Source: an optimization exercise on an open RTL-to-GDS flow (aim: small area, a short achievable clock period and few clock cycles per item). Production flows keep margins and buffers that such runs may drop.
The RTL was checked by simulation tests, not by an equivalence proof against the original design.
In run 7 the design's own scripts or RTL, not TritonCTS, make the clock network.
The clock input has no modelled driver; a real chip could not lean on it and would need a root buffer or a full tree.
Power and IR drop assume default switching activity.

==> flow/design.v <==
module sha256_padder #(
    parameter int LEN_W = 19
) (
    input  logic         Clk,
    input  logic         Reset,
    input  logic [7:0]   InData,
    input  logic         InValid,
    input  logic         InLast,
    output logic         InReady,
    output logic [511:0] Chunk,
    output logic         ChunkValid,
    output logic         ChunkLast,
    input  logic         ChunkReady
);
    localparam int WR     = 0;   
    localparam int TOX    = 1;   
    localparam int CMT    = 2;   
    localparam int PAD    = 3;   
    localparam int P2W    = 4;   
    localparam int PADFIT = 5;   
    function automatic logic [5:0] ctl(input logic iv, input logic cv, input logic pend2,
                                 input logic xv, input logic xl, input logic il,
                                 input logic [7:1] ht, input logic [7:1] lt);
        logic c0, c1, fits, r_free, cmt, wr, pad;
        c0         = ~ht[1] & ~lt[1];
        c1         = ~ht[1] & lt[1] & ~lt[2];
        fits       = ~c0 & ~ht[7];                 
        r_free     = ~cv & ~pend2;
        cmt        = xv & xl & r_free;
        wr         = iv & ~c1 & r_free;
        pad        = (wr & il) | cmt;
        ctl[WR]     = wr;
        ctl[TOX]    = iv & ~pend2 & c1 & (~xv | cmt);
        ctl[CMT]    = cmt;
        ctl[PAD]    = pad;
        ctl[P2W]    = pend2 & ~cv;
        ctl[PADFIT] = pad & fits;
    endfunction
    logic [511:0] r_q;           
    logic         cv_q, cv_d;    
    logic         cvo_q;         
    logic         cl_q, cl_d;    
    logic         iv_q, iv_d;    
    logic [7:0]   id_q, id_d;
    logic         il_q, il_d;
    logic         hv_q, hv_d;    
    logic [7:0]   hd_q;
    logic         hl_q;
    logic         rdy_q;         
    logic         rdyo_q;        
    logic         xv_q, xv_d;    
    logic [7:0]   xd_q;
    logic         xl_q, xl_d;
    logic         pend2_q, pend2_d;    
    logic         p2_80_q, p2_80_d;    
    logic [9:0]   hi_q, hi_d;
    logic [7:1]   ht_q, ht_d, lt_q, lt_d;
    logic [5:0]   ctl_q;         
    logic [8:0]   htc, ltc;      
    logic [2:0]   ch, cl;        
    logic         c0, c2;        
    logic         in_fire, i_free, new_chunk, take, cnt_rst;
    logic [63:0]  lenbits;       
    logic [7:0]   ch1, cl1, ch_lt, cl_le;
    logic [63:0]  sel, above, nxt;    
    logic [63:0]  k, w, s;
    logic [511:0] r_d;
    assign InReady    = rdyo_q;
    assign Chunk      = r_q;
    assign ChunkValid = cvo_q;
    assign ChunkLast  = cl_q;
    assign htc     = {1'b0, ht_q, 1'b1};
    assign ltc     = {1'b0, lt_q, 1'b1};
    assign ch      = {ht_q[4], (ht_q[2] & ~ht_q[4]) | ht_q[6],
                      (ht_q[1] & ~ht_q[2]) | (ht_q[3] & ~ht_q[4]) | (ht_q[5] & ~ht_q[6]) | ht_q[7]};
    assign cl      = {lt_q[4], (lt_q[2] & ~lt_q[4]) | lt_q[6],
                      (lt_q[1] & ~lt_q[2]) | (lt_q[3] & ~lt_q[4]) | (lt_q[5] & ~lt_q[6]) | lt_q[7]};
    assign c0      = ~ht_q[1] & ~lt_q[1];
    assign c2      = ~ht_q[1] & lt_q[2] & ~lt_q[3];
    assign lenbits = {45'b0, hi_q, ch, cl, 3'b000};
    always_comb begin
        for (int j = 0; j < 8; j++) begin
            ch1[j]   = htc[j] & ~htc[j + 1];
            cl1[j]   = ltc[j] & ~ltc[j + 1];
            ch_lt[j] = ~htc[j];
            cl_le[j] = ~ltc[j + 1];
        end
        for (int i = 0; i < 64; i++) begin
            sel[i]   = (i % 8 == 7) ? (ch1[(i / 8 + 1) % 8] & cl1[0]) : (ch1[i / 8] & cl1[i % 8 + 1]);
            nxt[i]   = (i > 0) ? (ch1[i / 8] & cl1[i % 8]) : 1'b0;
            above[i] = ~c0 & (ch_lt[i / 8] | (ch1[i / 8] & cl_le[i % 8]));
        end
    end
    always_comb begin
        w    = {64{ctl_q[WR]}} & sel;
        w[0] = (ctl_q[WR] & c2) | ctl_q[CMT];
        k    = ~(w | ({64{ctl_q[PAD]}} & above) | {64{ctl_q[P2W]}});
        s    = ({64{ctl_q[PAD]}} & nxt) | {63'b0, ctl_q[P2W] & p2_80_q};   
    end
    for (genvar i = 0; i < 56; i++) begin : g_lane
        for (genvar b = 0; b < 7; b++) begin : g_bit
            sha256_padder_cell u_cell (
                .q(r_q[511 - 8*i - 7 + b]), .k(k[i]), .w(w[i]),
                .d((i == 0) ? xd_q[b] : id_q[b]),
                .y(r_d[511 - 8*i - 7 + b])
            );
        end
        sha256_padder_cell7 u_cell7 (
            .q(r_q[511 - 8*i]), .k(k[i]), .w(w[i]), .d((i == 0) ? xd_q[7] : id_q[7]),
            .s(s[i]), .y(r_d[511 - 8*i])
        );
    end
    always_comb begin
        for (int i = 56; i < 64; i++) begin
            for (int b = 0; b < 8; b++) begin
                r_d[511 - 8*i - 7 + b] =
                    (r_q[511 - 8*i - 7 + b] & k[i]) |
                    (w[i] & id_q[b]) |
                    ((b == 7) ? s[i] : 1'b0) |
                    ((ctl_q[PADFIT] | ctl_q[P2W]) & lenbits[8*(63-i) + b]);
            end
        end
    end
    always_comb begin
        in_fire = InValid & rdy_q;
        i_free  = ~iv_q | ctl_q[TOX] | ctl_q[WR];
        iv_d    = i_free ? (hv_q | in_fire) : iv_q;
        hv_d    = ~i_free & (hv_q | in_fire);
        id_d    = i_free ? (hv_q ? hd_q : InData) : id_q;
        il_d    = i_free ? (hv_q ? hl_q : InLast) : il_q;
        xv_d    = ctl_q[TOX] | (xv_q & ~ctl_q[WR] & ~ctl_q[CMT]);
        xl_d    = ctl_q[TOX] ? il_q : xl_q;
        new_chunk = (ctl_q[WR] & (il_q | c0)) | ctl_q[CMT] | ctl_q[P2W];
        cv_d    = new_chunk | (cv_q & ~ChunkReady);
        cl_d    = new_chunk ? (ctl_q[P2W] | ctl_q[PADFIT]) : cl_q;
        pend2_d = ~ctl_q[P2W] & (pend2_q | (ctl_q[PAD] & ~ctl_q[PADFIT]));
        p2_80_d = (ctl_q[PAD] & ~ctl_q[PADFIT]) ? c0 : p2_80_q;
        take    = (ctl_q[TOX] | ctl_q[WR]) & ~il_q;
        cnt_rst = ctl_q[PADFIT] | ctl_q[P2W];
        hi_d    = hi_q;
        ht_d    = ht_q;
        lt_d    = lt_q;
        if (cnt_rst) begin
            hi_d = '0;
            ht_d = '0;
            lt_d = take ? 7'd3 : 7'd1;
        end else if (take) begin
            lt_d = lt_q[7] ? 7'd0 : {lt_q[6:1], 1'b1};
            if (lt_q[7]) begin
                ht_d = ht_q[7] ? 7'd0 : {ht_q[6:1], 1'b1};
                if (ht_q[7]) hi_d = hi_q + 10'd1;
            end
        end
    end
    always_ff @(posedge Clk) begin
        r_q  <= r_d;
        id_q <= id_d;
        il_q <= il_d;
        if (rdy_q) begin
            hd_q <= InData;
            hl_q <= InLast;
        end
        if (ctl_q[TOX]) xd_q <= id_q;
        xl_q <= xl_d;
    end
    always_ff @(posedge Clk or negedge Reset) begin
        if (!Reset) begin
            cv_q    <= 1'b0;
            cvo_q   <= 1'b0;
            cl_q    <= 1'b0;
            iv_q    <= 1'b0;
            hv_q    <= 1'b0;
            rdy_q   <= 1'b1;
            rdyo_q  <= 1'b1;
            xv_q    <= 1'b0;
            pend2_q <= 1'b0;
            p2_80_q <= 1'b0;
            hi_q    <= '0;
            ht_q    <= '0;
            lt_q    <= 7'd1;
            ctl_q   <= '0;
        end else begin
            cv_q    <= cv_d;
            cvo_q   <= new_chunk | (cvo_q & ~ChunkReady);
            cl_q    <= cl_d;
            iv_q    <= iv_d;
            hv_q    <= hv_d;
            rdy_q   <= ~hv_d;
            rdyo_q  <= i_free | (rdyo_q & ~InValid);
            xv_q    <= xv_d;
            pend2_q <= pend2_d;
            p2_80_q <= p2_80_d;
            hi_q    <= hi_d;
            ht_q    <= ht_d;
            lt_q    <= lt_d;
            ctl_q   <= ctl(iv_d, cv_d, pend2_d, xv_d, xl_d, il_d, ht_d, lt_d);
        end
    end
endmodule
module sha256_padder_cell (
    input  logic q,
    input  logic k,
    input  logic w,
    input  logic d,
    output logic y
);
    assign y = (q & k) | (w & d);
endmodule
module sha256_padder_cell7 (
    input  logic q,
    input  logic k,
    input  logic w,
    input  logic d,
    input  logic s,
    output logic y
);
    assign y = (q & k) | (w & d) | s;
endmodule
==> flow/flow/run.sh <==
#!/bin/bash
# Standard ORFS layout with two changes: the port buffers use a small buffer cell, and
# clock tree synthesis adds no dummy loads. Each tool's output goes to ORFS's own logs
# (orfs/logs/...); this script's and make's output goes to flow.log here.
set -euo pipefail
export BUFFER_PORTS_ARGS="-buffer_cell sky130_fd_sc_hd__buf_1"
export CTS_ARGS="-sink_clustering_enable -repair_clock_nets -dont_use_dummy_load -sink_clustering_size 25 -sink_clustering_max_diameter 80"
bash standard.sh > flow.log 2>&1
==> flow/standard.sh <==
#!/bin/bash
# synth_recipe.tcl (not shown) runs the flow's synth.tcl, then flattens the netlist and writes it again
# the make line also repeats each setting of config.mk as NAME=value (left out here)
make -C /OpenROAD-flow-scripts/flow DESIGN_CONFIG=/design/flow/config.mk WORK_HOME=/design/flow/orfs CLKGATE_MAP_FILE= SYNTH_SCRIPT=/design/flow/synth_recipe.tcl "${@:-finish}"
==> flow/config.mk <==
export PLATFORM = sky130hd
export DESIGN_NAME = sha256_padder
export DESIGN_NICKNAME = sha256_padder
export VERILOG_FILES = /design/flow/design.v
export SDC_FILE = /design/flow/constraint.sdc
export NUM_CORES = 4
export LEC_CHECK = 0
export CAP_MARGIN = 20
export CORE_MARGIN = 2
export CORE_UTILIZATION = 50
export SETUP_SLACK_MARGIN = 2.5
export SLEW_MARGIN = 20
export SYNTH_HIERARCHICAL = 1
export SYNTH_MINIMUM_KEEP_SIZE = 0
==> flow/constraint.sdc <==
create_clock -name core_clock -period 4.5 [get_ports {Clk}]
set_input_delay 0.9000 -clock core_clock [delete_from_list [all_inputs] [get_ports {Clk}]]
set_output_delay 0.9000 -clock core_clock [all_outputs]
set_load 0.01 [all_outputs]
==> results of run 1 <==
==> state kept, by name, indices dropped and copies added (netlist names) <==
register and cells:
hi_q 10, xv_q 1, ctl_q 6, il_q 1, lt_q 7, ht_q 7, rdy_q 1, cv_q 1
cvo_q 1, xd_q 8, p2_80_q 1, hl_q 1, xl_q 1, hv_q 1, r_q 512, pend2_q 1
hd_q 8, iv_q 1, rdyo_q 1, id_q 8, cl_q 1
==> power breakdown <==
| group | internal, mW | switching [mW] | total [mW] |
|---|---|---|---|
| registers | 5.49 | 0.346 | 5.83 |
| logic | 1.23 | 2.79 | 4.02 |
| clock network | 1.18 | 1.59 | 2.78 |
| total | 7.90 | 4.73 | 12.6 |
==> stage by stage <==
| stage | std cells | cell area, sq um | setup WS (ns) | hold slack [ns] | power (mW) |
|---|---|---|---|---|---|
| floorplan | 1659 | 19400 | 2.51 | 0.432 | 7.55 |
| global placement | 2660 | 21900 | 1.87 | 0.435 | 8.90 |
| detailed placement | 2661 | 21900 | 1.70 | 0.441 | 8.96 |
| CTS | 2721 | 25500 | 2.33 | 0.456 | 12.0 |
| global route | 2788 | 28000 | 2.29 | 0.486 | 13.0 |
| finish | 2788 | 28000 | 2.31 | 0.440 | 12.6 |
==> modules after synthesis (local to each module, per instance) <==
module / flops+latches / copies in the design
sha256_padder: 579 / 1
sha256_padder_cell: 0 / 392
sha256_padder_cell7: 0 / 56
==> final cells by class <==
cell class / count / share of cell area
timing repair buffer: 641 / 0.211
sequential: 579 / 0.453
clock buffer: 30 / 0.0268
tap: 518 / 0.0232
multi-input combinational: 999 / 0.283
inverter: 21 / 0.00313
==> what timing repair did <==
item,in CTS,in global routing
setup endpoints to repair,1040,863
cloned,0,1
setup buffers,30,66
gates resized for setup,1231,506
pin swaps,9,29
==> metal layers <==
metal | up-vias | global-route usage | share of wire
met4 | 0 | 0.109 | 0.037
li1 | 7539 | - | -
met1 | 8463 | 0.431 | 0.40
met3 | 147 | 0.0709 | 0.087
met5 | - | 0 | 0
met2 | 787 | 0.562 | 0.48
==> logic make-up (layout without fill, tap and decap cells) <==
| family | count (synthesis) | in the layout | synth area share |
|---|---|---|---|
| AOI/OAI and AO/OA | 639 | 640 | 0.272 |
| xor gates and xnor gates | 6 | 6 | 0.00271 |
| adders and majority gates | 1 | 1 | 0.000644 |
| buffers and inverters | 82 | 692 | 0.0171 |
| DFF | 579 | 579 | 0.621 |
| muxes | 11 | 11 | 0.00625 |
| and+or+nand+nor | 341 | 341 | 0.0806 |
==> Yosys cell counts (all sizes together), types with 3 or more instances <==
| cell type | n | area (sq um) |
|---|---|---|
| and2 | 10 | 62.6 |
| a221o | 59 | 591 |
| and3 | 9 | 56.3 |
| clkbuf | 40 | 150 |
| or3 | 3 | 18.8 |
| a22o | 443 | 3880 |
| nand3 | 14 | 70.1 |
| o21ai | 22 | 118 |
| or2 | 3 | 18.8 |
| mux2 | 9 | 101 |
| nor2 | 208 | 793 |
| nand2 | 54 | 213 |
| buf | 21 | 104 |
| nand2b | 9 | 56.3 |
| a222oi | 8 | 80.1 |
| and2b | 4 | 32.5 |
| a21o | 4 | 30.0 |
| inv | 21 | 78.8 |
| dfstp | 3 | 78.8 |
| a21oi | 85 | 429 |
| nor2b | 3 | 21.3 |
| dfrtp | 37 | 926 |
| edfxtp | 25 | 751 |
| xnor2 | 4 | 35.0 |
| nor3 | 16 | 151 |
| o21bai | 7 | 63.8 |
| nor3b | 3 | 27.5 |
| dfxtp | 514 | 10300 |
==> final timing paths <==
path                                        to  slack (ns)  depth (start not counted)
max in group asynchronous   ctl_q[3]$_DFF_PN0_        3.34                          1
min                        hi_q[0]$_DFFE_PN0P_        0.44                          1
max reg2reg                   r_q[319]$_DFF_P_        2.31                          8
max                           r_q[319]$_DFF_P_        2.31                          8
min in group core_clock       r_q[508]$_DFF_P_        0.45                          1
min reg2reg                   r_q[508]$_DFF_P_        0.45                          1
==> results.toml, run 1 <==
[yosys]
synth_area_sq_mm = 0.0194
synth_nets = 1673
yosysSeqAreaShare = 0.621
syn_inst = 1659
synthArstFlopShare = 0.0691
synth_ff_type = "dfxtp_1"
synth_warnings = 7
synth.distinct_cells = 60
ys_ff_latch = 579
synth_edf_count = 25
avgSynthCellArea_sq_um = 11.7

[cells_and_area]
drive_gt1_frac = 0.592
fin_util = 0.728
final_common_cell = "dfxtp_2"
nets = 2286
num_antenna_cells = 0
register_area_sq_mm = 0.0127
n_fill_cell = 2735
multi_input_area_sq_mm = 0.00793
mostFrequentLayoutCells = "dfxtp_2, a22o_1, buf_6, buf_2, nor2_1"
syn_to_final_growth_pct = 44.2

[routing]
wl_per_cell_microns = 26.0
num_vias = 16936
vias_per_cell = 6.07
dr.pass1.iters = 5
antenna_left = 0
wirelength_microns = 72400
first_iter_violations = 1189
drc = 0

[worst_hold_path]
hold_path_class = "in -> async"

[clocking]
clk_path_buf_depth = 3
cts_hold_buf = 0
htreeDepth = 1
root_buffer = "clkbuf_16"
clkLatencyLatePin_ns = 0.62
cts_inserted_buffers = 30
tritoncts = "done"
clock_sinks = 579
clk_pin_slew_ns = 0.10

[timing]
slew_headroom = 0.259
skew_ns = 0.0454
setup-violations-final = 0
drv_slew = 0
worst_pin_slew_ns = 1.11
rsz0062_at_grt = "true"
max_freq_ghz = 0.457
period_share = 0.486
tns_ns = 0
layout_min_cycle_time_ns = 2.19
hold_violations = 0

[floorplan]
io_pins = 528
dieArea_sq_mm = 0.0404
die_x_microns = 201
fp.coreArea_sq_mm = 0.0385
start_util = 0.505
fp-row-count = 72
die_y_microns = 201

[critical_path]
path_class = "reg -> reg"
path_buf_inv = 2
crit_path_start_kind = "register"
path_max_fanout = 7
crit_path_end_kind = "register"
cp_slowest_cell = "dfstp_2"
cpLargestDelayFamily = "flip-flops"
cp_cell_sequence = "buf_6 -> and2b_2 -> and2_4 -> buf_6 -> nand2_2 -> a21oi_4 -> nor2_4 -> a221o_1"
timing.rr.start = "lt_q[1]$_DFF_PN1_"
required_ns = 4.98
worstPathArrival_ns = 2.67
crit_path_frequent_cell = "buf_6"
crit_start = "lt_q[1]$_DFF_PN1_"
critPathMaxStageDelay_ns = 0.67

[global_route]
grt_start_max_net_pins = 65
grt_use_total = 0.335
grt_pass1_vias = 15915
antenna_found_initial = 0
grt-ovfl-total = 0
grt_pass1_wl_microns = 104000

[status]
status = "timing/DRC/antenna clean"

[placed_design]
post-dp-hpwl_microns = 48200
gp_congestion = 0.881
port_buffers = 527

[power_and_ir_drop]
p_per_area_mw_per_mm2 = 451
leakage_nw = 12.2
peakVddDrop_uv = 434

[job]
max_cap_viol_count = 0
Testbench counts, summed over its fixed seeds: cycles 53,377, bytes 53,274.
==> inputs of run 2 (changes only) <==
--- a/flow/config.mk
+++ b/flow/config.mk
@@ -9,5 +9,5 @@
 export CORE_MARGIN = 2
 export CORE_UTILIZATION = 50
-export SETUP_SLACK_MARGIN = 2.5
+export SETUP_SLACK_MARGIN = 2.32
 export SLEW_MARGIN = 20
 export SYNTH_HIERARCHICAL = 1
==> results.toml, run 2 <==
[critical_path]
path_max_fanout = 10
crit_path_end_kind = "register"
worstPathArrival_ns = 2.68
required_ns = 5.01
worst-r2r-setup-slack_ns = 2.33
timing.rr.start = "lt_q[5]$_DFFE_PN0P_"
path_class = "reg -> reg"
r2r_end = "r_q[31]$_DFF_P_"
crit_path_start_kind = "register"
reg2regPathDepth = 5

[power_and_ir_drop]
pwr-share-comb = 0.280
swShare = 0.378
intPower_mw = 7.40
leakage_nw = 8.84
peakVddDrop_uv = 436
p_per_area_mw_per_mm2 = 514
power_switching_mw = 4.50
power_frac_clock = 0.234
power.total_mw = 11.9
seq_power_share = 0.486

[cells_and_area]
n_fill_cell = 3426
stdcell_area_sq_mm = 0.0231
mostFrequentLayoutCells = "buf_1, dfxtp_1, a22o_1, nor2_1, a21oi_1"
nets = 2198
drive_gt1_frac = 0.0953
largestRegisters = "r_q x512, hi_q x10"
syn_to_final_growth_pct = 19.2
fin_util = 0.602
num_antenna_cells = 0
top_register = "r_q"
largest_reg_flops = 512
stdcell_count = 2700
final_common_cell = "buf_1"

[yosys]
synthArstFlopShare = 0.0691
synth.most_common_cell = "dfxtp_1"
synth_ff_type = "dfxtp_1"
yosysSeqAreaShare = 0.621
synth_area_leaders = "dfxtp_1, a22o_1, dfrtp_1"
synth.top_cell.area_share = 0.530
post-synth-top-area-cell = "dfxtp_1"
synth.distinct_cells = 60
syn_inst = 1659
avgSynthCellArea_sq_um = 11.7
netlist_top_cells_count = "dfxtp_1, a22o_1, nor2_1"
synth_area_sq_mm = 0.0194
synth_edf_count = 25
ys_ff_latch = 579
synth_nets = 1673
synth_warnings = 7

[placed_design]
post-dp-hpwl_microns = 48200
place_area_sq_mm = 0.0219
port_buffers = 527
post-place-ws_ns = 1.70
dp.cells = 2661
gp_congestion = 0.881

[routing]
num_vias = 16345
antenna_left = 0
first_iter_violations = 1212
vias_per_cell = 6.05
wl_per_cell_microns = 25.8
drc = 0
wirelength_microns = 69600
dr.pass1.iters = 5

[global_route]
antenna_found_initial = 0
grt_pass1_wl_microns = 102000
grt_use_total = 0.329
grt-ovfl-total = 0
grt_start_max_net_pins = 65
grt_pass1_vias = 15436

[timing]
setup-violations-final = 0
period_share = 0.483
worst_pin_slew_ns = 1.12
max_freq_ghz = 0.460
layout_min_cycle_time_ns = 2.17
skew_ns = 0.0458
hold_violations = 0
rsz0062_at_grt = "true"
slew_headroom = 0.252
fin_ws_ns = 2.33
tns_ns = 0
drv_slew = 0
holdWs_ns = 0.437

[clocking]
clock_sinks = 579
clk_path_buf_depth = 3
clk_pin_slew_ns = 0.10
tritoncts = "done"
cts_inserted_buffers = 30
root_buffer = "clkbuf_16"
htreeDepth = 1
clkLatencyLatePin_ns = 0.62
cts_hold_buf = 0

[floorplan]
fp-row-count = 72
die_y_microns = 201
die_x_microns = 201
fp.coreArea_sq_mm = 0.0385
io_pins = 528
start_util = 0.505
dieArea_sq_mm = 0.0404

[status]
status = "timing/DRC/antenna clean"

[job]
max_cap_viol_count = 0

[worst_hold_path]
hold_path_class = "in -> async"
-- run 2: how the worst max path moves through the flow --
stage	start	end	slack, ns	cells past startpoint
after floorplan	lt_q[1]$_DFF_PN1_	r_q[391]$_DFF_P_	2.51	5
final	lt_q[5]$_DFFE_PN0P_	r_q[31]$_DFF_P_	2.33	5
after global placement	ctl_q[0]$_DFF_PN0_	r_q[391]$_DFF_P_	1.87	4
after global routing	ht_q[2]$_DFFE_PN0P_	r_q[391]$_DFF_P_	2.20	4
after CTS	ctl_q[0]$_DFF_PN0_	r_q[391]$_DFF_P_	2.21	4
after detailed placement	ht_q[3]$_DFFE_PN0P_	r_q[391]$_DFF_P_	1.70	4
-- run 2: cell type report --
class	count	area, sq um	area share
clock buffers	30	751	0.0324
inverters	21	81.3	0.00351
multi-input cells	998	7390	0.319
flip-flops and latches	579	12100	0.521
well taps	518	648	0.0280
repair buffers	554	2210	0.0956
-- run 2: power groups by stage --
stage	Combinational [mW]	Sequential, mW	Clock [mW]
after floorplan	1.42	6.14	0
after global placement	3.00	5.90	0
after detailed placement	3.07	5.89	0
after CTS	3.16	5.78	2.81
after global routing	3.52	5.83	2.99
final	3.33	5.79	2.78
-- run 2: timing repair --
item / 4_1_cts / 5_1_grt
pin swaps: 0 / 3
setup endpoints to repair: 492 / 323
resized for setup: 78 / 55
setup buffers: 2 / 7
-- run 2: critical path, cell delays in order (launching register included) --
cell and delay, ns:
dfrtp_1 0.60, and2b_2 0.28, nand2_2 0.30, nor2_2 0.49
nor3_4 0.14, a22o_1 0.26
-- run 2: per-module statistics from Yosys (local to each module, per instance) --
module / cells inside / flip-flops and latches / area, sq um
sha256_padder_cell7: 1 / 0 / 10.0
sha256_padder: 1211 / 579 / 15400
sha256_padder_cell: 1 / 0 / 8.76
-- run 2: metal layers --
metal	part of all wire	up-vias	global-route usage	routed length (microns)
met5	0	-	0	0
met4	0.034	0	0.111	2370
met3	0.085	125	0.0709	5890
met2	0.47	779	0.548	32800
met1	0.41	8093	0.424	28500
li1	-	7348	-	-
-- run 2: cell families after synthesis --
group                      share of synthesized area
DFF                                            0.621
and+or+nand+nor                               0.0806
AOI/OAI and AO/OA                              0.272
muxes                                        0.00625
buffers and inverters                         0.0171
xor gates and xnor gates                     0.00271
adders and majority gates                   0.000644
==> inputs of run 3 (changes only) <==
--- a/flow/config.mk
+++ b/flow/config.mk
@@ -9,5 +9,5 @@
 export CORE_MARGIN = 2
 export CORE_UTILIZATION = 50
-export SETUP_SLACK_MARGIN = 2.32
+export SETUP_SLACK_MARGIN = 2.2
 export SLEW_MARGIN = 20
 export SYNTH_HIERARCHICAL = 1
==> results.toml, run 3 <==
[clocking]
postCtsSetupBuffers = 0
clk_path_buf_depth = 3
clk_pin_slew_ns = 0.10
root_buffer = "clkbuf_16"
cts_inserted_buffers = 30
clock_sinks = 579
tritoncts = "done"
cts_hold_buf = 0
htreeDepth = 1
clkLatencyLatePin_ns = 0.62

[yosys]
synth_nets = 1673
synth.most_common_cell = "dfxtp_1"
post-synth-top-area-cell = "dfxtp_1"
avgSynthCellArea_sq_um = 11.7
synth_warnings = 7
synth_ff_type = "dfxtp_1"
synth_edf_count = 25
synth_area_sq_mm = 0.0194
syn_inst = 1659
synth.distinct_cells = 60
ys_ff_latch = 579
synthArstFlopShare = 0.0691
yosysSeqAreaShare = 0.621
synth_area_leaders = "dfxtp_1, a22o_1, dfrtp_1"
synth.top_cell.area_share = 0.530
netlist_top_cells_count = "dfxtp_1, a22o_1, nor2_1"

[timing]
drv_slew = 0
slew_headroom = 0.264
layout_min_cycle_time_ns = 2.28
setup-violations-final = 0
period_share = 0.507
skew_ns = 0.0448
worst_pin_slew_ns = 1.10
tns_ns = 0
max_freq_ghz = 0.438
rsz0062_at_grt = "true"
hold_violations = 0

[critical_path]
path_class = "reg -> reg"
crit_path_start_kind = "register"
worstPathArrival_ns = 2.84
crit_path_end_kind = "register"
path_max_fanout = 15
required_ns = 5.05

[cells_and_area]
syn_to_final_growth_pct = 18.5
drive_gt1_frac = 0.0819
n_fill_cell = 3430
mostFrequentLayoutCells = "buf_1, dfxtp_1, a22o_1, nor2_1, a21oi_1"
num_antenna_cells = 0
stdcell_area_sq_mm = 0.0230
nets = 2189
largest_reg_flops = 512
multi_input_area_sq_mm = 0.00735
largestRegisters = "r_q x512, hi_q x10"
top_register = "r_q"
final_common_cell = "buf_1"
register_area_sq_mm = 0.0121

[floorplan]
io_pins = 528
die_y_microns = 201
start_util = 0.505
dieArea_sq_mm = 0.0404
fp-row-count = 72
die_x_microns = 201
fp.coreArea_sq_mm = 0.0385

[global_route]
grt-ovfl-total = 0
grt_start_max_net_pins = 65
grt_pass1_wl_microns = 102000
grt_use_total = 0.329
grt_pass1_vias = 15389
antenna_found_initial = 0

[routing]
first_iter_violations = 1193
num_vias = 16321
vias_per_cell = 6.07
drc = 0
dr.pass1.iters = 6
wl_per_cell_microns = 25.8
antenna_left = 0
wirelength_microns = 69300

[job]
max_cap_viol_count = 0

[placed_design]
gp_congestion = 0.881
port_buffers = 527
post-dp-hpwl_microns = 48200
place_area_sq_mm = 0.0219

[power_and_ir_drop]
seq_power_share = 0.489
intPower_mw = 7.35
pwr-share-comb = 0.276
p_per_area_mw_per_mm2 = 514
power_frac_clock = 0.235
peakVddDrop_uv = 439
leakage_nw = 8.77
power_switching_mw = 4.48
swShare = 0.378

[status]
status = "timing/DRC/antenna clean"

[worst_hold_path]
hold_path_class = "in -> async"
## run 3: area by class of cell
type	count	share of cell area
tap	518	0.0282
sequential	579	0.524
multi-input combinational	998	0.319
timing repair buffer	545	0.0923
clock buffer	30	0.0326
inverter	21	0.00348
## run 3: kinds of logic after synthesis
family	Yosys count	share of synthesized area
flops	579	0.621
fa+ha+maj	1	0.000644
compound gates	639	0.272
xor+xnor	6	0.00271
mux	11	0.00625
simple gates	341	0.0806
buf+inv	82	0.0171
## run 3: worst paths after layout
| path | from | to | slack, ns | depth (start not counted) |
|---|---|---|---|---|
| max | lt_q[7]$_DFFE_PN0P_ | r_q[471]$_DFF_P_ | 2.22 | 5 |
| min | Reset | cv_q$_DFF_PN0_ | 0.44 | 1 |
| max reg2reg | lt_q[7]$_DFFE_PN0P_ | r_q[471]$_DFF_P_ | 2.22 | 5 |
| min reg2reg | xd_q[4]$_DFFE_PP_ | r_q[508]$_DFF_P_ | 0.45 | 1 |
| max in group asynchronous | Reset | ht_q[6]$_DFFE_PN0P_ | 3.35 | 1 |
| min in group core_clock | xd_q[4]$_DFFE_PP_ | r_q[508]$_DFF_P_ | 0.45 | 1 |
## run 3: routing by layer
layer	wire length, microns	part of all wire	vias up	track usage
met1	28400	0.41	8135	0.426
met4	2160	0.031	0	0.110
met5	0	0	-	0
met3	5880	0.085	110	0.0716
met2	32900	0.47	732	0.546
li1	-	-	7344	-
## run 3: power by group through the flow
stage | combinational [mW] | clock [mW] | sequential (mW)
finish | 3.26 | 2.78 | 5.78
global route | 3.45 | 2.99 | 5.82
floorplan | 1.42 | 0 | 6.14
detailed placement | 3.07 | 0 | 5.89
global placement | 3.00 | 0 | 5.90
CTS | 3.13 | 2.81 | 5.78
## run 3: per-module statistics from Yosys, one instance, submodules excluded
module / copies in the design / cell area [sq um] / cells / flip-flops and latches
sha256_padder_cell: 392 / 8.76 / 1 / 0
sha256_padder_cell7: 56 / 10.0 / 1 / 0
sha256_padder: 1 / 15400 / 1211 / 579
## run 3: repair_timing
item / in CTS / in global routing
endpoints found under the setup margin: 359 / 291
gates cloned: 0 / 0
pin swaps: 0 / 0
gates resized for setup: 54 / 51
## run 3: through the flow
stage / total power, mW / worst slack [ns] / util / std cells / hold WS (ns)
floorplan: 7.55 / 2.51 / - / 1659 / 0.432
global placement: 8.90 / 1.87 / 0.570 / 2660 / 0.435
detailed placement: 8.96 / 1.70 / 0.570 / 2661 / 0.441
CTS: 11.7 / 2.17 / 0.594 / 2691 / 0.456
global route: 12.3 / 2.10 / 0.598 / 2691 / 0.487
finish: 11.8 / 2.22 / 0.598 / 2691 / 0.442
## run 3: worst max-delay path, cell delays in order (launching register included)
cell	delay (ns)
dfrtp_1	0.68
and2b_2	0.32
nand2_2	0.32
o21ai_0	0.20
a21oi_2	0.49
a221o_1	0.25
==> inputs of run 4 (changes only) <==
--- a/flow/design.v
+++ b/flow/design.v
@@ -44,9 +44,5 @@
     logic [7:0]   id_q, id_d;
     logic         il_q, il_d;
-    logic         hv_q, hv_d;    
-    logic [7:0]   hd_q;
-    logic         hl_q;
-    logic         rdy_q;         
-    logic         rdyo_q;        
+    logic         rdy_q, rdy_d;  
     logic         xv_q, xv_d;    
     logic [7:0]   xd_q;
@@ -60,5 +56,6 @@
     logic [2:0]   ch, cl;        
     logic         c0, c2;        
-    logic         in_fire, i_free, new_chunk, take, cnt_rst;
+    logic         new_chunk, take, cnt_rst;
+    logic [5:0]   ctl_d;
     logic [63:0]  lenbits;       
     logic [7:0]   ch1, cl1, ch_lt, cl_le;
@@ -66,5 +63,5 @@
     logic [63:0]  k, w, s;
     logic [511:0] r_d;
-    assign InReady    = rdyo_q;
+    assign InReady    = rdy_q;
     assign Chunk      = r_q;
     assign ChunkValid = cvo_q;
@@ -123,10 +120,7 @@
     end
     always_comb begin
-        in_fire = InValid & rdy_q;
-        i_free  = ~iv_q | ctl_q[TOX] | ctl_q[WR];
-        iv_d    = i_free ? (hv_q | in_fire) : iv_q;
-        hv_d    = ~i_free & (hv_q | in_fire);
-        id_d    = i_free ? (hv_q ? hd_q : InData) : id_q;
-        il_d    = i_free ? (hv_q ? hl_q : InLast) : il_q;
+        iv_d    = rdy_q ? InValid : iv_q;
+        id_d    = rdy_q ? InData : id_q;
+        il_d    = rdy_q ? InLast : il_q;
         xv_d    = ctl_q[TOX] | (xv_q & ~ctl_q[WR] & ~ctl_q[CMT]);
         xl_d    = ctl_q[TOX] ? il_q : xl_q;
@@ -152,4 +146,6 @@
             end
         end
+        ctl_d = ctl(iv_d, cv_d, pend2_d, xv_d, xl_d, il_d, ht_d, lt_d);
+        rdy_d = ~iv_d | ctl_d[TOX] | ctl_d[WR];
     end
     always_ff @(posedge Clk) begin
@@ -157,8 +153,4 @@
         id_q <= id_d;
         il_q <= il_d;
-        if (rdy_q) begin
-            hd_q <= InData;
-            hl_q <= InLast;
-        end
         if (ctl_q[TOX]) xd_q <= id_q;
         xl_q <= xl_d;
@@ -170,7 +162,5 @@
             cl_q    <= 1'b0;
             iv_q    <= 1'b0;
-            hv_q    <= 1'b0;
             rdy_q   <= 1'b1;
-            rdyo_q  <= 1'b1;
             xv_q    <= 1'b0;
             pend2_q <= 1'b0;
@@ -185,7 +175,5 @@
             cl_q    <= cl_d;
             iv_q    <= iv_d;
-            hv_q    <= hv_d;
-            rdy_q   <= ~hv_d;
-            rdyo_q  <= i_free | (rdyo_q & ~InValid);
+            rdy_q   <= rdy_d;
             xv_q    <= xv_d;
             pend2_q <= pend2_d;
@@ -194,5 +182,5 @@
             ht_q    <= ht_d;
             lt_q    <= lt_d;
-            ctl_q   <= ctl(iv_d, cv_d, pend2_d, xv_d, xl_d, il_d, ht_d, lt_d);
+            ctl_q   <= ctl_d;
         end
     end
--- a/flow/config.mk
+++ b/flow/config.mk
@@ -9,5 +9,5 @@
 export CORE_MARGIN = 2
 export CORE_UTILIZATION = 50
-export SETUP_SLACK_MARGIN = 2.2
+export SETUP_SLACK_MARGIN = 2.32
 export SLEW_MARGIN = 20
 export SYNTH_HIERARCHICAL = 1
==> results.toml, run 4 <==
[power_and_ir_drop]
power_switching_mw = 3.77
leakage_nw = 8.54
intPower_mw = 7.08
pwr-share-comb = 0.246
seq_power_share = 0.500
peakVddDrop_uv = 657
swShare = 0.348
power_frac_clock = 0.254
p_per_area_mw_per_mm2 = 477

[global_route]
antenna_found_initial = 0
grt_pass1_vias = 15058
grt_use_total = 0.328
grt_start_max_net_pins = 65
grt-ovfl-total = 0
grt_pass1_wl_microns = 99000

[yosys]
synth_edf_count = 16
synth.distinct_cells = 62
post-synth-top-area-cell = "dfxtp_1"
syn_inst = 1633
synth.top_cell.area_share = 0.536
synth.most_common_cell = "dfxtp_1"
synth_area_sq_mm = 0.0192
avgSynthCellArea_sq_um = 11.8
synth_warnings = 7
synth_nets = 1647
synth_ff_type = "dfxtp_1"
synthArstFlopShare = 0.0669
synth_area_leaders = "dfxtp_1, a22o_1, dfrtp_1"
ys_ff_latch = 568
yosysSeqAreaShare = 0.610
netlist_top_cells_count = "dfxtp_1, a22o_1, nor2_1"

[routing]
first_iter_violations = 1307
antenna_left = 0
wl_per_cell_microns = 26.1
num_vias = 16219
vias_per_cell = 6.10
wirelength_microns = 69300
drc = 0
dr.pass1.iters = 6

[cells_and_area]
nets = 2162
top_register = "r_q"
mostFrequentLayoutCells = "buf_1, dfxtp_1, a22o_1, nor2_1, a21oi_1"
largest_reg_flops = 512
largestRegisters = "r_q x512, hi_q x10"
syn_to_final_growth_pct = 18.4
n_fill_cell = 3342
drive_gt1_frac = 0.0867
stdcell_count = 2657
num_antenna_cells = 0
final_common_cell = "buf_1"

[clocking]
clkLatencyLatePin_ns = 0.60
htreeDepth = 1
cts_inserted_buffers = 30
tritoncts = "done"
clock_sinks = 568
cts_hold_buf = 0
clk_pin_slew_ns = 0.10
clk_path_buf_depth = 3
root_buffer = "clkbuf_16"

[floorplan]
fp.coreArea_sq_mm = 0.0378
die_x_microns = 200
fp-row-count = 71
io_pins = 528
die_y_microns = 200
dieArea_sq_mm = 0.0400
start_util = 0.509

[timing]
slew_headroom = 0.303
rsz0062_at_grt = "true"
hold_violations = 0
period_share = 0.495
tns_ns = 0
drv_slew = 0
worst_pin_slew_ns = 1.04
setup-violations-final = 0
max_freq_ghz = 0.449
skew_ns = 0.0351
layout_min_cycle_time_ns = 2.23

[critical_path]
r2r_end = "r_q[319]$_DFF_P_"
crit_path_start_kind = "register"
worstPathArrival_ns = 2.76
required_ns = 5.03
timing.rr.start = "lt_q[1]$_DFF_PN1_"
path_max_fanout = 14
reg2regPathDepth = 4
path_class = "reg -> reg"
crit_path_end_kind = "register"
worst-r2r-setup-slack_ns = 2.27

[placed_design]
gp_congestion = 0.840
port_buffers = 527
dp.cells = 2619
post-dp-hpwl_microns = 48000

[job]
max_cap_viol_count = 0

[worst_hold_path]
hold_path_class = "in -> async"

[status]
status = "timing/DRC/antenna clean"
run 4: routing by layer:
metal / track usage / wire length [microns] / up-vias / share of wire
met1: 0.437 / 28500 / 8055 / 0.41
met2: 0.530 / 31900 / 743 / 0.46
met4: 0.112 / 2510 / 0 / 0.036
met3: 0.0733 / 6430 / 132 / 0.093
li1: - / - / 7289 / -
met5: 0 / 0 / - / 0
run 4: worst max path at each step:
| stage | startpoint | slack, ns | cells after the start | to |
|---|---|---|---|---|
| CTS | ht_q[1]$_DFF_PN0_ | 2.18 | 5 | r_q[151]$_DFF_P_ |
| detailed placement | ht_q[1]$_DFF_PN0_ | 1.55 | 5 | r_q[391]$_DFF_P_ |
| global placement | ht_q[1]$_DFF_PN0_ | 1.61 | 5 | r_q[391]$_DFF_P_ |
| finish | lt_q[1]$_DFF_PN1_ | 2.27 | 4 | r_q[319]$_DFF_P_ |
| global route | lt_q[1]$_DFF_PN1_ | 2.21 | 4 | r_q[319]$_DFF_P_ |
| floorplan | ht_q[7]$_DFF_PN0_ | 2.55 | 7 | r_q[71]$_DFF_P_ |
run 4: per-stage QoR:
step / hold WS (ns) / power [mW] / util / setup WS, ns / cell area, sq um
after floorplan: 0.432 / 7.04 / - / 2.55 / 19200
after global placement: 0.428 / 8.01 / 0.572 / 1.61 / 21600
after detailed placement: 0.433 / 8.03 / 0.572 / 1.55 / 21600
after CTS: 0.352 / 10.8 / 0.597 / 2.18 / 22500
after global routing: 0.372 / 11.2 / 0.603 / 2.21 / 22800
final: 0.353 / 10.8 / 0.603 / 2.27 / 22800
run 4: kinds of logic (layout without fill, tap and decap cells):
logic type | after synthesis | in the layout | share of synthesized area
flip-flops | 568 | 568 | 0.610
buffers and inverters | 83 | 595 | 0.0228
XOR/XNOR | 2 | 2 | 0.000912
adder cells (fa/ha/maj) | 1 | 1 | 0.000651
AO/OA/AOI/OAI | 672 | 673 | 0.288
multiplexers | 7 | 7 | 0.00397
AND/OR/NAND/NOR | 300 | 300 | 0.0733
run 4: layout make-up:
type | instances | area, sq um | share of cell area
Sequential cell | 568 | 11700 | 0.516
Multi-Input combinational cell | 983 | 7350 | 0.323
Timing Repair Buffer | 554 | 2220 | 0.0976
Clock buffer | 30 | 751 | 0.0330
Tap cell | 511 | 639 | 0.0281
Inverter | 11 | 45.0 | 0.00198
run 4: power by group through the flow:
stage / Combinational (mW) / Sequential, mW / Clock (mW)
after global placement: 2.48 / 5.53 / 0
after global routing: 2.82 / 5.45 / 2.95
after detailed placement: 2.50 / 5.54 / 0
after CTS: 2.57 / 5.42 / 2.78
final: 2.67 / 5.42 / 2.76
after floorplan: 1.35 / 5.69 / 0
run 4: Yosys stat by module, one instance, submodules excluded:
module               cell area [sq um]  cells inside
sha256_padder_cell                8.76             1
sha256_padder                    15200          1185
sha256_padder_cell7               10.0             1
run 4: timing repair:
action,4_1_cts,5_1_grt
setup endpoints to repair,504,420
buffers inserted,1,6
pin swaps,0,2
gates cloned,0,1
resized for setup,59,58
run 4: worst max-delay path: stages (launching register included):
cell and delay (ns):
dfstp_4 0.74, and2b_1 0.23, nand2_1 0.36, nor2_1 0.61, a221o_1 0.23
Testbench counts of run 4, summed over its fixed seeds: cycles 53,377, bytes 53,274.
==> inputs of run 5 (changes only) <==
--- a/flow/config.mk
+++ b/flow/config.mk
@@ -9,5 +9,5 @@
 export CORE_MARGIN = 2
 export CORE_UTILIZATION = 50
-export SETUP_SLACK_MARGIN = 2.32
+export SETUP_SLACK_MARGIN = 2.42
 export SLEW_MARGIN = 20
 export SYNTH_HIERARCHICAL = 1
==> results.toml, run 5 <==
[global_route]
grt_start_max_net_pins = 65
antenna_found_initial = 0
grt_pass1_wl_microns = 99400
grt_pass1_vias = 15160
grt_use_total = 0.330
grt-ovfl-total = 0

[critical_path]
path_buf_inv = 1
worstPathArrival_ns = 1.27
reg2regPathDepth = 4
r2r_end = "r_q[254]$_DFF_P_"
worstSetupPathDepth = 1
path_max_fanout = 2
critPathMaxStageDelay_ns = 0.57
cp_cell_sequence = "buf_6"
timing.rr.start = "lt_q[1]$_DFF_PN1_"
crit_path_end_kind = "primary output"
required_ns = 3.60
path_class = "reg -> out"
cpLargestDelayFamily = "flip-flops"
cp_slowest_cell = "dfstp_2"
crit_path_start_kind = "register"
worst-r2r-setup-slack_ns = 2.45

[floorplan]
die_y_microns = 200
fp.coreArea_sq_mm = 0.0378
fp-row-count = 71
dieArea_sq_mm = 0.0400
die_x_microns = 200
io_pins = 528
start_util = 0.509

[yosys]
synth_ff_type = "dfxtp_1"
syn_inst = 1633
synth_edf_count = 16
avgSynthCellArea_sq_um = 11.8
synth_area_leaders = "dfxtp_1, a22o_1, dfrtp_1"
synthArstFlopShare = 0.0669
synth_nets = 1647
synth.distinct_cells = 62
synth.most_common_cell = "dfxtp_1"
synth.top_cell.area_share = 0.536
post-synth-top-area-cell = "dfxtp_1"
netlist_top_cells_count = "dfxtp_1, a22o_1, nor2_1"
synth_warnings = 7
synth_area_sq_mm = 0.0192
yosysSeqAreaShare = 0.610
ys_ff_latch = 568

[power_and_ir_drop]
peakVddDrop_uv = 653
power.total_mw = 10.9
leakage_nw = 9.05
p_per_area_mw_per_mm2 = 473

[status]
status = "timing/DRC/antenna clean"

[timing]
tns_ns = 0
rsz0062_at_grt = "true"
hold_violations = 0
fin_ws_ns = 2.33
setup-violations-final = 0
period_share = 0.481
skew_ns = 0.0323
max_freq_ghz = 0.462
slew_headroom = 0.309
holdWs_ns = 0.351
drv_slew = 0
worst_pin_slew_ns = 1.04
layout_min_cycle_time_ns = 2.17

[cells_and_area]
largest_reg_flops = 512
n_fill_cell = 3296
final_common_cell = "dfxtp_1"
nets = 2168
top_register = "r_q"
drive_gt1_frac = 0.157
syn_to_final_growth_pct = 20.1
stdcell_area_sq_mm = 0.0231
mostFrequentLayoutCells = "dfxtp_1, a22o_1, buf_1, nor2_1, clkbuf_2"
num_antenna_cells = 0
largestRegisters = "r_q x512, hi_q x10"

[placed_design]
place_area_sq_mm = 0.0216
gp_congestion = 0.840
post-dp-hpwl_microns = 48000
port_buffers = 527
post-place-ws_ns = 1.55

[clocking]
cts_inserted_buffers = 30
clk_path_buf_depth = 3
htreeDepth = 1
tritoncts = "done"
clock_sinks = 568
clk_pin_slew_ns = 0.10
clkLatencyLatePin_ns = 0.60
root_buffer = "clkbuf_16"

[routing]
wl_per_cell_microns = 26.1
num_vias = 16323
vias_per_cell = 6.13
drc = 0
wirelength_microns = 69400
dr.pass1.iters = 5
first_iter_violations = 1347
antenna_left = 0

[worst_hold_path]
hold_path_class = "in -> async"

[job]
max_cap_viol_count = 0
run 5: cell counts after synthesis:
Identical to the previous run, type by type.
run 5: metal layers:
metal,GRT usage,up-vias,share of wire
met1,0.435,8087,0.41
met5,0,-,0
met3,0.0800,150,0.094
met4,0.142,0,0.044
met2,0.519,783,0.45
li1,-,7303,-
run 5: final cells by class:
type / count / area, sq um / area share
Sequential cell: 568 / 11800 / 0.510
Multi-Input combinational cell: 984 / 7460 / 0.323
Timing Repair Buffer: 559 / 2420 / 0.105
Clock buffer: 30 / 751 / 0.0325
Tap cell: 511 / 639 / 0.0277
Inverter: 11 / 46.3 / 0.00201
run 5: cell families (layout without fill, tap and decap cells):
group | Yosys count | after routing | synth area share
xor+xnor | 2 | 2 | 0.000912
flops | 568 | 568 | 0.610
fa+ha+maj | 1 | 1 | 0.000651
simple gates | 300 | 300 | 0.0733
buf+inv | 83 | 600 | 0.0228
mux | 7 | 7 | 0.00397
compound gates | 672 | 674 | 0.288
run 5: worst max-delay path by stage:
stage	to	start	slack (ns)
6_report	InReady	rdy_q$_DFF_PN1_	2.33
3_5_place_dp	r_q[391]$_DFF_P_	ht_q[1]$_DFF_PN0_	1.55
5_1_grt	InReady	rdy_q$_DFF_PN1_	2.30
3_3_place_gp	r_q[391]$_DFF_P_	ht_q[1]$_DFF_PN0_	1.61
4_1_cts	InReady	rdy_q$_DFF_PN1_	2.31
2_1_floorplan	r_q[71]$_DFF_P_	ht_q[7]$_DFF_PN0_	2.55
run 5: through the flow:
stage               std cells   util
finish                   2663  0.611
global route             2663  0.611
CTS                      2655  0.603
detailed placement       2619  0.572
global placement         2619  0.572
floorplan                1633      -
run 5: power by group:
| group | internal [mW] | total (mW) | switching [mW] |
|---|---|---|---|
| Clock | 1.18 | 2.75 | 1.57 |
| Sequential | 5.26 | 5.43 | 0.178 |
| Combinational | 0.688 | 2.73 | 2.04 |
| Total | 7.13 | 10.9 | 3.79 |
run 5: what timing repair did:
| action | in CTS | in global routing |
|---|---|---|
| endpoints found under the hold margin | 0 | 0 |
| cloned | 2 | 0 |
| endpoints found under the setup margin | 559 | 460 |
| pin swaps | 1 | 3 |
| resized for setup | 149 | 130 |
| buffers inserted | 4 | 8 |
| hold buffers | 0 | 0 |
run 5: modules after synthesis (local to each module, per instance):
module / times used / area [sq um]
sha256_padder_cell7: 56 / 10.0
sha256_padder_cell: 392 / 8.76
sha256_padder: 1 / 15200
==> inputs of run 6 (changes only) <==
--- a/flow/config.mk
+++ b/flow/config.mk
@@ -8,5 +8,5 @@
 export CAP_MARGIN = 20
 export CORE_MARGIN = 2
-export CORE_UTILIZATION = 50
+export CORE_UTILIZATION = 62
 export SETUP_SLACK_MARGIN = 2.42
 export SLEW_MARGIN = 20
==> results.toml, run 6 <==
[timing]
tns_ns = 0
layout_min_cycle_time_ns = 2.18
skew_ns = 0.0433
setup-violations-final = 0
slew_headroom = 0.359
drv_slew = 0
hold_violations = 0
rsz0062_at_grt = "true"
max_freq_ghz = 0.458
worst_pin_slew_ns = 0.962
period_share = 0.485

[critical_path]
path_class = "reg -> reg"
crit_start = "ctl_q[0]$_DFF_PN0_"
crit_path_start_kind = "register"
worstPathArrival_ns = 2.65
timing.rr.start = "ctl_q[0]$_DFF_PN0_"
required_ns = 4.97
crit_path_end_kind = "register"
path_max_fanout = 20
reg2regPathDepth = 3

[yosys]
syn_inst = 1633
synth-adder-area-share = 0.000651
post-synth-top-area-cell = "dfxtp_1"
synth.distinct_cells = 62
synth.top_cell.area_share = 0.536
synthArstFlopShare = 0.0669
ys_ff_latch = 568
synth_edf_count = 16
synth_ff_type = "dfxtp_1"
avgSynthCellArea_sq_um = 11.8
synth.most_common_cell = "dfxtp_1"
synth_area_sq_mm = 0.0192
synthSimpleGateAreaFrac = 0.0733
synth_nets = 1647
netlist_top_cells_count = "dfxtp_1, a22o_1, nor2_1"
synth_xor_area_frac = 0.000912
synth_compound_area_frac = 0.288
yosysSeqAreaShare = 0.610
synth_top_family_by_area = "compound AO/OA/AOI/OAI gates"
synth_warnings = 7
synthMuxAreaShare = 0.00397
synth_area_leaders = "dfxtp_1, a22o_1, dfrtp_1"

[cells_and_area]
drive_gt1_frac = 0.110
multi_input_area_sq_mm = 0.00741
syn_to_final_growth_pct = 18.0
stdcell_count = 2546
largestRegisters = "r_q x512, hi_q x10"
nets = 2165
largest_reg_flops = 512
mostFrequentLayoutCells = "dfxtp_1, buf_1, a22o_1, nor2_1, a21oi_1"
register_area_sq_mm = 0.0118
final_common_cell = "dfxtp_1"
top_register = "r_q"
n_fill_cell = 2308

[global_route]
grt_start_max_net_pins = 65
antenna_found_initial = 0
grt-ovfl-total = 0
grt_use_total = 0.382
grt_pass1_wl_microns = 97600
grt_pass1_vias = 15343

[routing]
drc = 0
dr.pass1.iters = 6
antenna_left = 0
first_iter_violations = 1650
wirelength_microns = 65300
vias_per_cell = 6.50
num_vias = 16548
wl_per_cell_microns = 25.6

[power_and_ir_drop]
peakVddDrop_uv = 574
seq_power_share = 0.511
leakage_nw = 8.67
p_per_area_mw_per_mm2 = 470
power_frac_clock = 0.238
power_switching_mw = 3.68
pwr-share-comb = 0.251
intPower_mw = 6.98
swShare = 0.346

[clocking]
cts_inserted_buffers = 26
clk_path_buf_depth = 3
clock_sinks = 568
clkLatencyLatePin_ns = 0.59
clk_pin_slew_ns = 0.11
htreeDepth = 1
root_buffer = "clkbuf_16"
tritoncts = "done"
cts_hold_buf = 0

[floorplan]
fp.coreArea_sq_mm = 0.0306
start_util = 0.628
die_y_microns = 180
dieArea_sq_mm = 0.0324
io_pins = 528
die_x_microns = 180
fp-row-count = 64

[status]
status = "timing/DRC/antenna clean"

[job]
max_cap_viol_count = 0

[placed_design]
post-dp-hpwl_microns = 44700
dp.cells = 2502
port_buffers = 527
gp_congestion = 0.914

[worst_hold_path]
hold_path_class = "in -> async"
run 6: final timing paths:
kind                            slack (ns)                  to
worst max-delay path                  2.32      r_q[4]$_DFF_P_
worst min-delay path                  0.45  ctl_q[2]$_DFF_PN0_
worst max register to register        2.32      r_q[4]$_DFF_P_
worst min register to register        0.46     r_q[17]$_DFF_P_
max in group asynchronous             3.35   ht_q[1]$_DFF_PN0_
min in group core_clock               0.46     r_q[17]$_DFF_P_
run 6: metal layers:
metal,share of wire,global-route usage
met5,0,0
met3,0.10,0.0831
met1,0.39,0.506
met4,0.046,0.163
met2,0.46,0.610
run 6: critical path: stages, from the launching register on:
cell and delay (ns):
dfrtp_2 0.64, nor3b_2 0.79, nor3_2 0.27, a221o_1 0.36
run 6: modules after synthesis (local to each module, per instance):
module               cell area [sq um]  flip-flops and latches
sha256_padder                    15200                     568
sha256_padder_cell7               10.0                       0
sha256_padder_cell                8.76                       0
run 6: final cells by class:
cell class	count	share of cell area
sequential	568	0.518
multi-input combinational	984	0.327
timing repair buffer	560	0.102
clock buffer	26	0.0287
tap	396	0.0219
inverter	11	0.00215
antenna	1	0.000110
run 6: power by group through the flow:
stage / sequential [mW] / combinational [mW] / clock, mW
after floorplan: 5.69 / 1.35 / 0
after global placement: 5.57 / 2.33 / 0
after detailed placement: 5.58 / 2.37 / 0
after CTS: 5.45 / 2.49 / 2.53
after global routing: 5.47 / 2.82 / 2.71
final: 5.44 / 2.68 / 2.54
run 6: kinds of logic after synthesis:
kind of cell | Yosys count
XOR/XNOR | 2
AND/OR/NAND/NOR | 300
AO/OA/AOI/OAI | 672
flip-flops | 568
multiplexers | 7
buffers and inverters | 83
adder cells (fa/ha/maj) | 1
run 6: what timing repair did:
item,CTS,global route
pin swaps,1,3
gates resized for setup,79,90
cloned,1,1
buffers inserted,2,13
setup endpoints to repair,518,494
run 6: through the flow:
stage          area, sq um  hold slack, ns  setup WS [ns]  total power, mW  utilization
3_5_place_dp         21400           0.434           1.58             7.95        0.701
2_1_floorplan        19200           0.432           2.55             7.04            -
6_report             22700           0.453           2.32             10.7        0.741
5_1_grt              22700           0.467           2.25             11.0        0.741
3_3_place_gp         21400           0.425           1.72             7.91        0.701
4_1_cts              22300           0.449           2.28             10.5        0.730
==> inputs of run 7 (changes only) <==
--- a/flow/design.v
+++ b/flow/design.v
@@ -162,5 +162,5 @@
             cl_q    <= 1'b0;
             iv_q    <= 1'b0;
-            rdy_q   <= 1'b1;
+            rdy_q   <= 1'b0;     
             xv_q    <= 1'b0;
             pend2_q <= 1'b0;
==> flow/flow/run.sh (replaced) <==
#!/bin/bash
# Standard ORFS layout with these changes: the port buffers use a small buffer cell, and the
# clock tree is a two-level tree built by flow/cts_pre.tcl (ORFS's PRE_CTS_TCL hook) in place
# of TritonCTS. Each ORFS step's full log is in orfs/logs/...; make's output is in flow.log.
set -euo pipefail
export BUFFER_PORTS_ARGS="-buffer_cell sky130_fd_sc_hd__buf_1"
export PRE_CTS_TCL="$PWD/flow/cts_pre.tcl"
bash standard.sh > flow.log 2>&1
==> flow/flow/cts_pre.tcl (new file) <==
# Two-level clock tree, built in place of TritonCTS: the flip-flops are clustered by location
# (k-means), each cluster gets a leaf buffer at its centre; the leaf buffers are grouped the
# same way, and each group gets a root buffer at its centre, driven by the clock port.
proc my_two_level_cts {} {
  set block [ord::get_db_block]
  set db [ord::get_db]
  set leaf_master [$db findMaster $::my_cts_leaf]
  set root_master [$db findMaster sky130_fd_sc_hd__clkbuf_16]
  set clk_port [$block findBTerm $::my_cts_port]
  set clk_net [$clk_port getNet]
  set sinks {}
  set xs {}
  set ys {}
  foreach it [$clk_net getITerms] {
    set inst [$it getInst]
    set box [$inst getBBox]
    lappend sinks $it
    lappend xs [expr {([$box xMin] + [$box xMax]) / 2.0}]
    lappend ys [expr {([$box yMin] + [$box yMax]) / 2.0}]
  }
  set n [llength $sinks]
  set k [expr {int(ceil(double($n) / $::my_cts_size))}]
  # initial centres: sinks sorted by x then split into k groups, each group's mean
  set order [lsort -real -indices $xs]
  set cx {}
  set cy {}
  for {set c 0} {$c < $k} {incr c} {
    set lo [expr {$c * $n / $k}]
    set hi [expr {($c + 1) * $n / $k}]
    set sx 0.0; set sy 0.0
    for {set i $lo} {$i < $hi} {incr i} {
      set j [lindex $order $i]
      set sx [expr {$sx + [lindex $xs $j]}]
      set sy [expr {$sy + [lindex $ys $j]}]
    }
    lappend cx [expr {$sx / ($hi - $lo)}]
    lappend cy [expr {$sy / ($hi - $lo)}]
  }
  # k-means with a soft size limit: a sink goes to the nearest centre with room
  set cap [expr {int(ceil($n * 1.25 / $k))}]
  for {set iter 0} {$iter < 30} {incr iter} {
    set cnt [lrepeat $k 0]
    set assign {}
    for {set i 0} {$i < $n} {incr i} {
      set x [lindex $xs $i]; set y [lindex $ys $i]
      set ds {}
      for {set c 0} {$c < $k} {incr c} {
        lappend ds [expr {abs($x - [lindex $cx $c]) + abs($y - [lindex $cy $c])}]
      }
      set best -1
      foreach c [lsort -real -indices $ds] {
        if {[lindex $cnt $c] < $cap} { set best $c; break }
      }
      lset cnt $best [expr {[lindex $cnt $best] + 1}]
      lappend assign $best
    }
    set sx [lrepeat $k 0.0]; set sy [lrepeat $k 0.0]
    for {set i 0} {$i < $n} {incr i} {
      set c [lindex $assign $i]
      lset sx $c [expr {[lindex $sx $c] + [lindex $xs $i]}]
      lset sy $c [expr {[lindex $sy $c] + [lindex $ys $i]}]
    }
    for {set c 0} {$c < $k} {incr c} {
      if {[lindex $cnt $c] > 0} {
        lset cx $c [expr {[lindex $sx $c] / [lindex $cnt $c]}]
        lset cy $c [expr {[lindex $sy $c] / [lindex $cnt $c]}]
      }
    }
  }
  puts "my_cts: $n sinks in $k clusters of [lsort -integer $cnt]"
  # leaves grouped into r groups by k-means on their centres; one root buffer per group
  set r $::my_cts_roots
  set rorder [lsort -real -indices $cx]
  set rx {}; set ry {}
  for {set g 0} {$g < $r} {incr g} {
    set j [lindex $rorder [expr {int(($g + 0.5) * $k / $r)}]]
    lappend rx [lindex $cx $j]; lappend ry [lindex $cy $j]
  }
  for {set iter 0} {$iter < 30} {incr iter} {
    set rassign {}
    set gx [lrepeat $r 0.0]; set gy [lrepeat $r 0.0]; set gn [lrepeat $r 0]
    for {set c 0} {$c < $k} {incr c} {
      set ds {}
      for {set g 0} {$g < $r} {incr g} {
        lappend ds [expr {abs([lindex $cx $c] - [lindex $rx $g]) + abs([lindex $cy $c] - [lindex $ry $g])}]
      }
      set g [lindex [lsort -real -indices $ds] 0]
      lappend rassign $g
      lset gx $g [expr {[lindex $gx $g] + [lindex $cx $c]}]
      lset gy $g [expr {[lindex $gy $g] + [lindex $cy $c]}]
      lset gn $g [expr {[lindex $gn $g] + 1}]
    }
    for {set g 0} {$g < $r} {incr g} {
      if {[lindex $gn $g] > 0} {
        lset rx $g [expr {[lindex $gx $g] / [lindex $gn $g]}]
        lset ry $g [expr {[lindex $gy $g] / [lindex $gn $g]}]
      }
    }
  }
  puts "my_cts: leaves per root [lsort -integer $gn]"
  set root_nets {}
  set roots {}
  for {set g 0} {$g < $r} {incr g} {
    set root [odb::dbInst_create $block $root_master clkbuf_root_${g}_Clk]
    $root setLocation [expr {int([lindex $rx $g])}] [expr {int([lindex $ry $g])}]
    $root setPlacementStatus PLACED
    set root_net [odb::dbNet_create $block clknet_root_${g}_Clk]
    $root_net setSigType CLOCK
    [$root findITerm X] connect $root_net
    lappend root_nets $root_net
    lappend roots $root
  }
  set leaves {}
  for {set c 0} {$c < $k} {incr c} {
    set leaf [odb::dbInst_create $block $leaf_master clkbuf_leaf_${c}_Clk]
    $leaf setLocation [expr {int([lindex $cx $c])}] [expr {int([lindex $cy $c])}]
    $leaf setPlacementStatus PLACED
    set net [odb::dbNet_create $block clknet_leaf_${c}_Clk]
    $net setSigType CLOCK
    [$leaf findITerm X] connect $net
    [$leaf findITerm A] connect [lindex $root_nets [lindex $rassign $c]]
    lappend leaves $net
  }
  for {set i 0} {$i < $n} {incr i} {
    set it [lindex $sinks $i]
    $it disconnect
    $it connect [lindex $leaves [lindex $assign $i]]
  }
  foreach root $roots { [$root findITerm A] connect $clk_net }
  $clk_net setSigType CLOCK
}

# ORFS's cts.tcl sources this before its clock_tree_synthesis call: build the tree here and
# make that call do nothing. The rest of cts.tcl (legalisation, timing repair) then runs as usual.
set ::my_cts_leaf  sky130_fd_sc_hd__clkbuf_16
set ::my_cts_port  Clk
set ::my_cts_size  25
set ::my_cts_roots 4
my_two_level_cts
set_propagated_clock [all_clocks]
rename clock_tree_synthesis {}
proc clock_tree_synthesis {args} {
  puts "clock_tree_synthesis skipped: the clock tree was built by cts_pre.tcl"
}
--- a/flow/config.mk
+++ b/flow/config.mk
@@ -8,6 +8,6 @@
 export CAP_MARGIN = 20
 export CORE_MARGIN = 2
-export CORE_UTILIZATION = 62
-export SETUP_SLACK_MARGIN = 2.42
+export CORE_UTILIZATION = 50
+export SETUP_SLACK_MARGIN = 2.55
 export SLEW_MARGIN = 20
 export SYNTH_HIERARCHICAL = 1
==> results.toml, run 7 <==
[yosys]
yosysSeqAreaShare = 0.610
avgSynthCellArea_sq_um = 11.8
synth.top_cell.area_share = 0.536
synth.most_common_cell = "dfxtp_1"
netlist_top_cells_count = "dfxtp_1, a22o_1, nor2_1"
synth.distinct_cells = 62
synth_warnings = 7
synth_area_leaders = "dfxtp_1, a22o_1, dfrtp_1"
post-synth-top-area-cell = "dfxtp_1"
synth_nets = 1647
synthArstFlopShare = 0.0669
synth_ff_type = "dfxtp_1"
synth_edf_count = 16
synth_area_sq_mm = 0.0192
syn_inst = 1633
ys_ff_latch = 568

[job]
max_cap_viol_count = 0

[power_and_ir_drop]
pwr-share-comb = 0.260
intPower_mw = 7.13
leakage_nw = 8.64
power.total_mw = 10.9
swShare = 0.346
p_per_area_mw_per_mm2 = 472
peakVddDrop_uv = 449
power_frac_clock = 0.237
power_switching_mw = 3.78
seq_power_share = 0.504

[timing]
worst_pin_slew_ns = 1.00
holdWs_ns = 0.448
setup-violations-final = 0
tns_ns = 0
hold_violations = 0
skew_ns = 0.0780
period_share = 0.453
slew_headroom = 0.333
layout_min_cycle_time_ns = 2.04
drv_slew = 0
max_freq_ghz = 0.491
rsz0062_at_grt = "true"

[critical_path]
critPathMaxStageDelay_ns = 0.60
crit_start = "lt_q[7]$_DFFE_PN0P_"
reg2regPathDepth = 5
cp_cell_sequence = "nor2b_1 -> nand2_2 -> o21ai_0 -> a21oi_2 -> a221o_1"
path_max_fanout = 23
timing.rr.start = "lt_q[7]$_DFFE_PN0P_"
crit_path_start_kind = "register"
worstPathArrival_ns = 2.27
crit_path_end_kind = "register"
worst-r2r-setup-slack_ns = 2.46
path_class = "reg -> reg"
r2r_end = "r_q[407]$_DFF_P_"
crit_end = "r_q[407]$_DFF_P_"
cp_slowest_cell = "dfrtp_4"
required_ns = 4.73

[cells_and_area]
mostFrequentLayoutCells = "buf_1, dfxtp_1, a22o_1, nor2_1, a21oi_1"
stdcell_count = 2669
largest_reg_flops = 512
drive_gt1_frac = 0.114
syn_to_final_growth_pct = 20.1
num_antenna_cells = 0
final_common_cell = "buf_1"
top_register = "r_q"
largestRegisters = "r_q x512, hi_q x10"
stdcell_area_sq_mm = 0.0231
nets = 2174

[global_route]
grt_pass1_vias = 14976
grt_pass1_wl_microns = 99800
use_met2 = 0.544
grtUsageMet1 = 0.444
grt_start_max_net_pins = 65
grt_use_total = 0.329
grt.busiest_layer = "met2"
grt-ovfl-total = 0
antenna_found_initial = 0
use_met3 = 0.0523

[floorplan]
dieArea_sq_mm = 0.0400
die_y_microns = 200
fp.coreArea_sq_mm = 0.0378
start_util = 0.509
die_x_microns = 200
fp-row-count = 71
io_pins = 528

[routing]
antenna_left = 0
wirelength_microns = 69700
drc = 0
wl_per_cell_microns = 26.1
dr.pass1.iters = 5
num_vias = 16250
vias_per_cell = 6.09
first_iter_violations = 1419

[placed_design]
port_buffers = 527
gp_congestion = 0.868
post-dp-hpwl_microns = 48200
dp.cells = 2619
place_area_sq_mm = 0.0216

[clocking]
clk_pin_slew_ns = 0.10
cts_hold_buf = 0
clkLatencyLatePin_ns = 0.40

[status]
status = "timing/DRC/antenna clean"

[worst_hold_path]
hold_path_class = "reg -> reg"
[run 7: kinds of logic after synthesis]
family                     Yosys count  share of synthesized area
adders and majority gates            1                   0.000651
DFF                                568                      0.610
and+or+nand+nor                    300                     0.0733
muxes                                7                    0.00397
xor gates and xnor gates             2                   0.000912
buffers and inverters               83                     0.0228
AOI/OAI and AO/OA                  672                      0.288
[run 7: timing repair]
item	4_1_cts	5_1_grt
endpoints found under the setup margin	540	414
resized for setup	128	72
cloned	2	0
setup buffers	11	10
pin swaps	4	9
[run 7: through the flow]
step	worst slack, ns	utilization
after floorplan	2.56	-
after global placement	1.66	0.572
after detailed placement	1.54	0.572
after CTS	2.38	0.603
after global routing	2.43	0.611
final	2.46	0.611
[run 7: modules after synthesis (local to each module, per instance)]
module	flip-flops and latches	cells inside	cell area [sq um]	times used
sha256_padder	568	1185	15200	1
sha256_padder_cell7	0	1	10.0	56
sha256_padder_cell	0	1	8.76	392
[run 7: worst min-delay path by stage]
stage,start,endpoint,cells past startpoint
floorplan,xd_q[0]$_DFFE_PP_,r_q[504]$_DFF_P_,1
global placement,r_q[12]$_DFF_P_,r_q[12]$_DFF_P_,2
detailed placement,r_q[17]$_DFF_P_,r_q[17]$_DFF_P_,2
CTS,r_q[17]$_DFF_P_,r_q[17]$_DFF_P_,2
global route,r_q[5]$_DFF_P_,r_q[5]$_DFF_P_,2
finish,r_q[16]$_DFF_P_,r_q[16]$_DFF_P_,2
[run 7: area by class of cell]
cell class,instances,area [sq um]
Timing Repair Buffer,568,2340
Multi-Input combinational cell,984,7610
Sequential cell,568,11800
Fill cell,3290,14700
Tap cell,511,639
Buffer,27,676
Inverter,11,46.3
[run 7: power groups by stage]
stage	sequential (mW)	combinational [mW]	clock, mW
finish	5.49	2.83	2.58
global route	5.52	2.97	2.79
CTS	5.49	2.64	2.61
detailed placement	5.60	2.43	0
global placement	5.60	2.41	0
floorplan	5.69	1.35	0
[run 7: worst max-delay path: cells and delay by family, from the launching register on]
family | cells | cell delay [ns]
compound gates | 3 | 0.72
flops | 1 | 0.60
simple gates | 2 | 0.60
[run 7: layer usage]
metal / share of wire / wire [microns] / vias to the layer above
met1: 0.41 / 28800 / 8090
li1: - / - / 7315
met4: 0.033 / 2310 / 0
met3: 0.083 / 5750 / 105
met2: 0.47 / 32700 / 740
met5: 0 / 0 / -
Testbench counts of run 7, summed over its fixed seeds: cycles 53,377, bytes 53,274.

-- static timing again, ports no longer ideal --
No port has a modelled driver above. Below, the same layouts with a new extraction and two added sets of constraints. Step 1 assumes that a clkbuf_16 drives the clock port and a buf_2 every other input. Step 2, shift: input delay + t, output delay - t, t = (earliest + latest rising clock arrival at the registers) / 2. This alone moves slack from input paths to output paths. Slacks: no drivers / after step 1 / after step 2; pairs: no drivers / after step 1.
run | t, ns | setup WS [ns] | worst data-port slew with drivers (ns)
run 1 | 0.653 | 2.313 / 2.295 / 2.313 | 0.03
run 2 | 0.651 | 2.326 / 2.288 / 2.326 | 0.03
run 3 | 0.653 | 2.218 / 2.218 / 2.218 | 0.03
run 4 | 0.641 | 2.271 / 2.271 / 2.271 | 0.04
run 5 | 0.641 | 2.334 / 2.280 / 2.446 | 0.04
run 6 | 0.616 | 2.318 / 2.293 / 2.318 | 0.04
run 7 | 0.468 | 2.462 / 2.461 / 2.462 | 0.03
After both steps every run listed still meets setup and hold.
